This is an optimization exercise on Yosys and OpenROAD, whose aim is small area, a short achievable clock period and few clock cycles per item, not a production implementation.
In this exercise RTL edits were held to simulation tests only and were not proved equivalent to the original.
The flow treats the clock pin as an ideal source. Dropping or thinning the clock tree relies on that and would not hold on a real chip.

== run 1 ==
Design des_core, start of the top module:
module des_core (
	input  logic                   clk,
	input  logic                   rst_n,
	input  logic                   encipher_en,
	input  logic                   decipher_en,
	input  des_types_pkg::block_t  data,
	input  logic [64-1:0]  key,
	output des_types_pkg::block_t  result,
	output logic                   ready,
	output logic                   done
);
	localparam int CW = 28;
	logic       busy;
	logic       decrypt;
	logic [3:0] cnt;
	logic       start;
	logic       last;
	logic       two;
	assign start = ~busy & (encipher_en | decipher_en);
	assign last  = (cnt == 4'd15);
	assign two = ~((cnt == 4'd0) | (cnt == 4'd7) | (cnt == 4'd14));
	always_ff @(posedge clk or negedge rst_n) begin
		if (!rst_n) begin
			busy <= 1'b0;
			done <= 1'b0;
			cnt  <= '0;
		end else begin
			done <= busy & last;
			if (start) begin
				busy <= 1'b1;
				cnt  <= '0;
			end else begin
				cnt <= cnt + 1'b1;
				if (last)
					busy <= 1'b0;
			end
		end
	end
	always_ff @(posedge clk or negedge rst_n) begin
		if (!rst_n)
			ready <= 1'b1;
		else if (start)
			ready <= 1'b0;
		else if (last)
			ready <= 1'b1;
	end
	always_ff @(posedge clk) begin
		if (!busy)
			decrypt <= ~encipher_en;
	end
	logic [2*CW-1:0] cd0;
	logic [CW-1:0]   c_q, d_q;
	logic [CW-1:0]   c_n, d_n;
	logic [2*CW-1:0] cd_q;
	des_types_pkg::subkey_t subkey;
	always_comb begin
		for (int i = 0; i < 2*CW; i++)
			cd0[2*CW-1-i] = key[des_tables_pkg::pc1_tab(i)];
	end
	logic [CW-1:0] c_s, d_s;
	logic          sel_right, sel_two;
	assign sel_right = busy & decrypt;
	assign sel_two   = busy ? two : encipher_en;
	always_comb begin
		if (busy) begin
			c_s = c_q;
			d_s = d_q;
		end else begin
			c_s = {cd0[CW], cd0[2*CW-1:CW+1]};
			d_s = {cd0[0], cd0[CW-1:1]};
		end
		case ({sel_right, sel_two})
			2'b00: begin c_n = {c_s[CW-2:0], c_s[CW-1]};      d_n = {d_s[CW-2:0], d_s[CW-1]};      end
			2'b01: begin c_n = {c_s[CW-3:0], c_s[CW-1:CW-2]}; d_n = {d_s[CW-3:0], d_s[CW-1:CW-2]}; end
			2'b10: begin c_n = {c_s[0], c_s[CW-1:1]};         d_n = {d_s[0], d_s[CW-1:1]};         end
			default: begin c_n = {c_s[1:0], c_s[CW-1:2]};     d_n = {d_s[1:0], d_s[CW-1:2]};       end
		endcase
		cd_q = {c_q, d_q};
		for (int i = 0; i < 48; i++)
  ...
export LEC_CHECK = 0
export ABC_AREA = 1
export ABC_CLOCK_PERIOD_IN_PS = 2000
export CAP_MARGIN = 20
export CORE_MARGIN = 2
export CORE_UTILIZATION = 45
export PLACE_DENSITY = 0.6
export SLEW_MARGIN = 20
create_clock -name core_clock -period 8.0 [get_ports {clk}]
standard.sh (not shown) runs the stock make flow with config.mk's settings and CLKGATE_MAP_FILE= SYNTH_SCRIPT=/design/flow/synth_recipe.tcl, a recipe that flattens the netlist after the stock synthesis.
==> flow/flow/run.sh <==
#!/bin/bash
# Own layout flow: the standard ORFS flow (standard.sh) run on a copy of
# the ORFS scripts with these changes:
#  - the area ABC script (flow/abc_area.script) runs deeper logic
#    optimisation and area mapping; Yosys's adder extraction is off,
#  - CTS builds a two-level inverter clock tree by hand
#    (flow/manual_cts.tcl) instead of TritonCTS's buffer H-tree: four
#    inv_12 on the clock port, twelve inv_8 leaves, every register
#    behind exactly two inverters,
#  - plain buf_1 cells as the port buffers,
#  - a larger setup margin for timing repair.
# make's output goes to standard.log; ORFS keeps each step's log under orfs/logs.
set -euo pipefail
W=$(pwd)
S="$W/scripts_mod"
rm -rf "$S"
cp -r "$FLOW_HOME/scripts" "$S"
cp "$W/flow/abc_area.script" "$S/abc_area.script"
cp "$W/flow/manual_cts.tcl" "$S/manual_cts.tcl"
python3 - "$S/cts.tcl" <<'PY'
import sys
p = sys.argv[1]
s = open(p).read()
old = 'log_cmd clock_tree_synthesis {*}$cts_args'
assert old in s
s = s.replace(old, 'source $::env(SCRIPTS_DIR)/manual_cts.tcl\n'
    'log_cmd manual_clock_tree clk 4 12 sky130_fd_sc_hd__inv_12 sky130_fd_sc_hd__inv_8\n'
    'set_propagated_clock [all_clocks]')
open(p, 'w').write(s)
PY
bash "$W/standard.sh" "SCRIPTS_DIR=$S" ADDER_MAP_FILE= SETUP_SLACK_MARGIN=5.4 \
	"BUFFER_PORTS_ARGS=-buffer_cell sky130_fd_sc_hd__buf_1" finish > "$W/standard.log" 2>&1
Other scripts of this flow, unchanged in this note and not shown: flow/flow/abc_area.script, flow/flow/manual_cts.tcl
Testbench counts of run 1, summed over its fixed seeds: cycles 27,208, items 1,600.
Inputs modified between run 1 and run 2:
--- a/flow/flow/run.sh
+++ b/flow/flow/run.sh
@@ -7,3 +7,3 @@
 #    (flow/manual_cts.tcl) instead of TritonCTS's buffer H-tree: four
-#    inv_12 on the clock port, twelve inv_8 leaves, every register
+#    inv_8 on the clock port, twelve inv_6 leaves, every register
 #    behind exactly two inverters,
@@ -26,3 +26,3 @@
 s = s.replace(old, 'source $::env(SCRIPTS_DIR)/manual_cts.tcl\n'
-    'log_cmd manual_clock_tree clk 4 12 sky130_fd_sc_hd__inv_12 sky130_fd_sc_hd__inv_8\n'
+    'log_cmd manual_clock_tree clk 4 12 sky130_fd_sc_hd__inv_8 sky130_fd_sc_hd__inv_6\n'
     'set_propagated_clock [all_clocks]')
@@ -30,3 +30,3 @@
 PY
-bash "$W/standard.sh" "SCRIPTS_DIR=$S" ADDER_MAP_FILE= SETUP_SLACK_MARGIN=5.4 \
+bash "$W/standard.sh" "SCRIPTS_DIR=$S" ADDER_MAP_FILE= SETUP_SLACK_MARGIN=5.35 \
 	"BUFFER_PORTS_ARGS=-buffer_cell sky130_fd_sc_hd__buf_1" finish > "$W/standard.log" 2>&1
Findings:
Run 1 | status: complete | timing, DRC, antenna: pass
No stage failed in run 2, and the final checks on the layout all came back clean.
Summary: with run 1 as the reference, final wirelength in run 2 moved up by a few percent.
The lower total of cells resized after clock tree synthesis came out of run 2.
Capture point of the worst path = d_q[26]: run 2; capture point of the worst path = c_q[5]: run 1
When run 2 is set beside run 1, its global-route usage turns out to be 0.66 points larger.
Looking only at met1 routed wirelength after detailed routing, and setting everything else aside, the lower value of run 2 and run 1 goes to run 1.
| clock-pin slew reported for the worst setup and hold paths after clock tree synthesis | run 2 vs run 1 | 0.02 ns higher |
[compare] base=run 1 new=run 2: worst setup timing slack at the placement stage shrank by 0.057 ns, instance count on the critical path shrank by 1.
Summary — via count, run 2 relative to run 1: higher, by about 1.8%.
Summary: with run 1 as the reference, detailed-route wire length per cell in run 2 moved up by a few percent.
Core utilization: run 1 vs run 2 — no meaningful difference
The flip-flop and latch area was comparable across run 2 and run 1.
Modified inputs, run 3 compared to run 2
--- a/flow/flow/run.sh
+++ b/flow/flow/run.sh
@@ -30,3 +30,3 @@
 PY
-bash "$W/standard.sh" "SCRIPTS_DIR=$S" ADDER_MAP_FILE= SETUP_SLACK_MARGIN=5.35 \
+bash "$W/standard.sh" "SCRIPTS_DIR=$S" ADDER_MAP_FILE= SETUP_SLACK_MARGIN=5.5 \
 	"BUFFER_PORTS_ARGS=-buffer_cell sky130_fd_sc_hd__buf_1" finish > "$W/standard.log" 2>&1
Notes after the runs:
- The final layouts of run 3 and run 2 pass the timing, DRC and antenna checks.
- The sequential share of layout area reported for run 3 is smaller than that of run 2 by 0.70 points.
- Looking at core utilization, run 3 sits 1.7 points higher than run 2 does.
- Total area of sequential cells essentially unchanged between run 3 and run 2.
- Sort run 3 and run 2 by via count, ascending, and run 3 comes first.
- Per the comparison of run 3 with run 2, pre-CTS setup slack went up, number of gates given a new drive strength after cts went up.
- Area added between synthesis and finish: lower on run 2
- Compared with run 2, run 3 shows wire length of the first global-routing pass that has gone down slightly.
- Cmp run 3 and run 2 / part of the cycle the worst path needs / lower: run 3
The following lists how run 4 was set up differently from run 3:
--- a/flow/flow/run.sh
+++ b/flow/flow/run.sh
@@ -30,3 +30,3 @@
 PY
-bash "$W/standard.sh" "SCRIPTS_DIR=$S" ADDER_MAP_FILE= SETUP_SLACK_MARGIN=5.5 \
+bash "$W/standard.sh" "SCRIPTS_DIR=$S" ADDER_MAP_FILE= SETUP_SLACK_MARGIN=5.4 \
 	"BUFFER_PORTS_ARGS=-buffer_cell sky130_fd_sc_hd__buf_1" finish > "$W/standard.log" 2>&1
Notes after the runs:
Higher final cell utilization of the core among run 4 and run 3: run 3
After detailed routing, run 3 needs more wire than run 4.
Diff run 3 -> run 4 | largest stage delay on the critical path | decrease of 0.02 ns
Diff run 3 -> run 4: global-route wire length before repair decreased 0.73%; actual slew at the worst max-slew pin decreased 0.090 ns.
c_q[5] as the capturing instance or port of the critical path was reported by run 4, and c_q[24] by run 3.
In every run of this note, the design's own scripts or RTL, not TritonCTS, make the clock network.

## afterwards: timing with drivers on the ports
Ports are ideal in the flow. The routed layouts listed here were re-timed in OpenROAD. Step 1 (the two cells are an assumption about what drives the block):
set clk [get_ports {clk}]
set_driving_cell -lib_cell sky130_fd_sc_hd__clkbuf_16 $clk
set_driving_cell -lib_cell sky130_fd_sc_hd__buf_2 [delete_from_list [all_inputs] $clk]
Step 2, shift: input delay + t, output delay - t, t = (earliest + latest rising clock arrival at the registers) / 2. This alone moves slack from input paths to output paths. Three values: no drivers, after step 1, after step 2; two values: the first two.
run	t, ns	slack for setup (ns)	clock arrival spread, ns	worst slew at a driven data input, ns
run 1	0.283	5.453 / 5.461 / 5.318	0.037 / 0.042	0.07
run 2	0.261	5.301 / 5.411 / 5.151	0.029 / 0.033	0.06
run 3	0.259	5.469 / 5.464 / 5.309	0.018 / 0.022	0.06
run 4	0.274	5.436 / 5.471 / 5.282	0.048 / 0.051	0.07
After both steps every run listed still meets setup and hold. The setup slack of run 3, which loses most, moves by -0.005 ns with the drivers and by -0.160 ns with both steps.
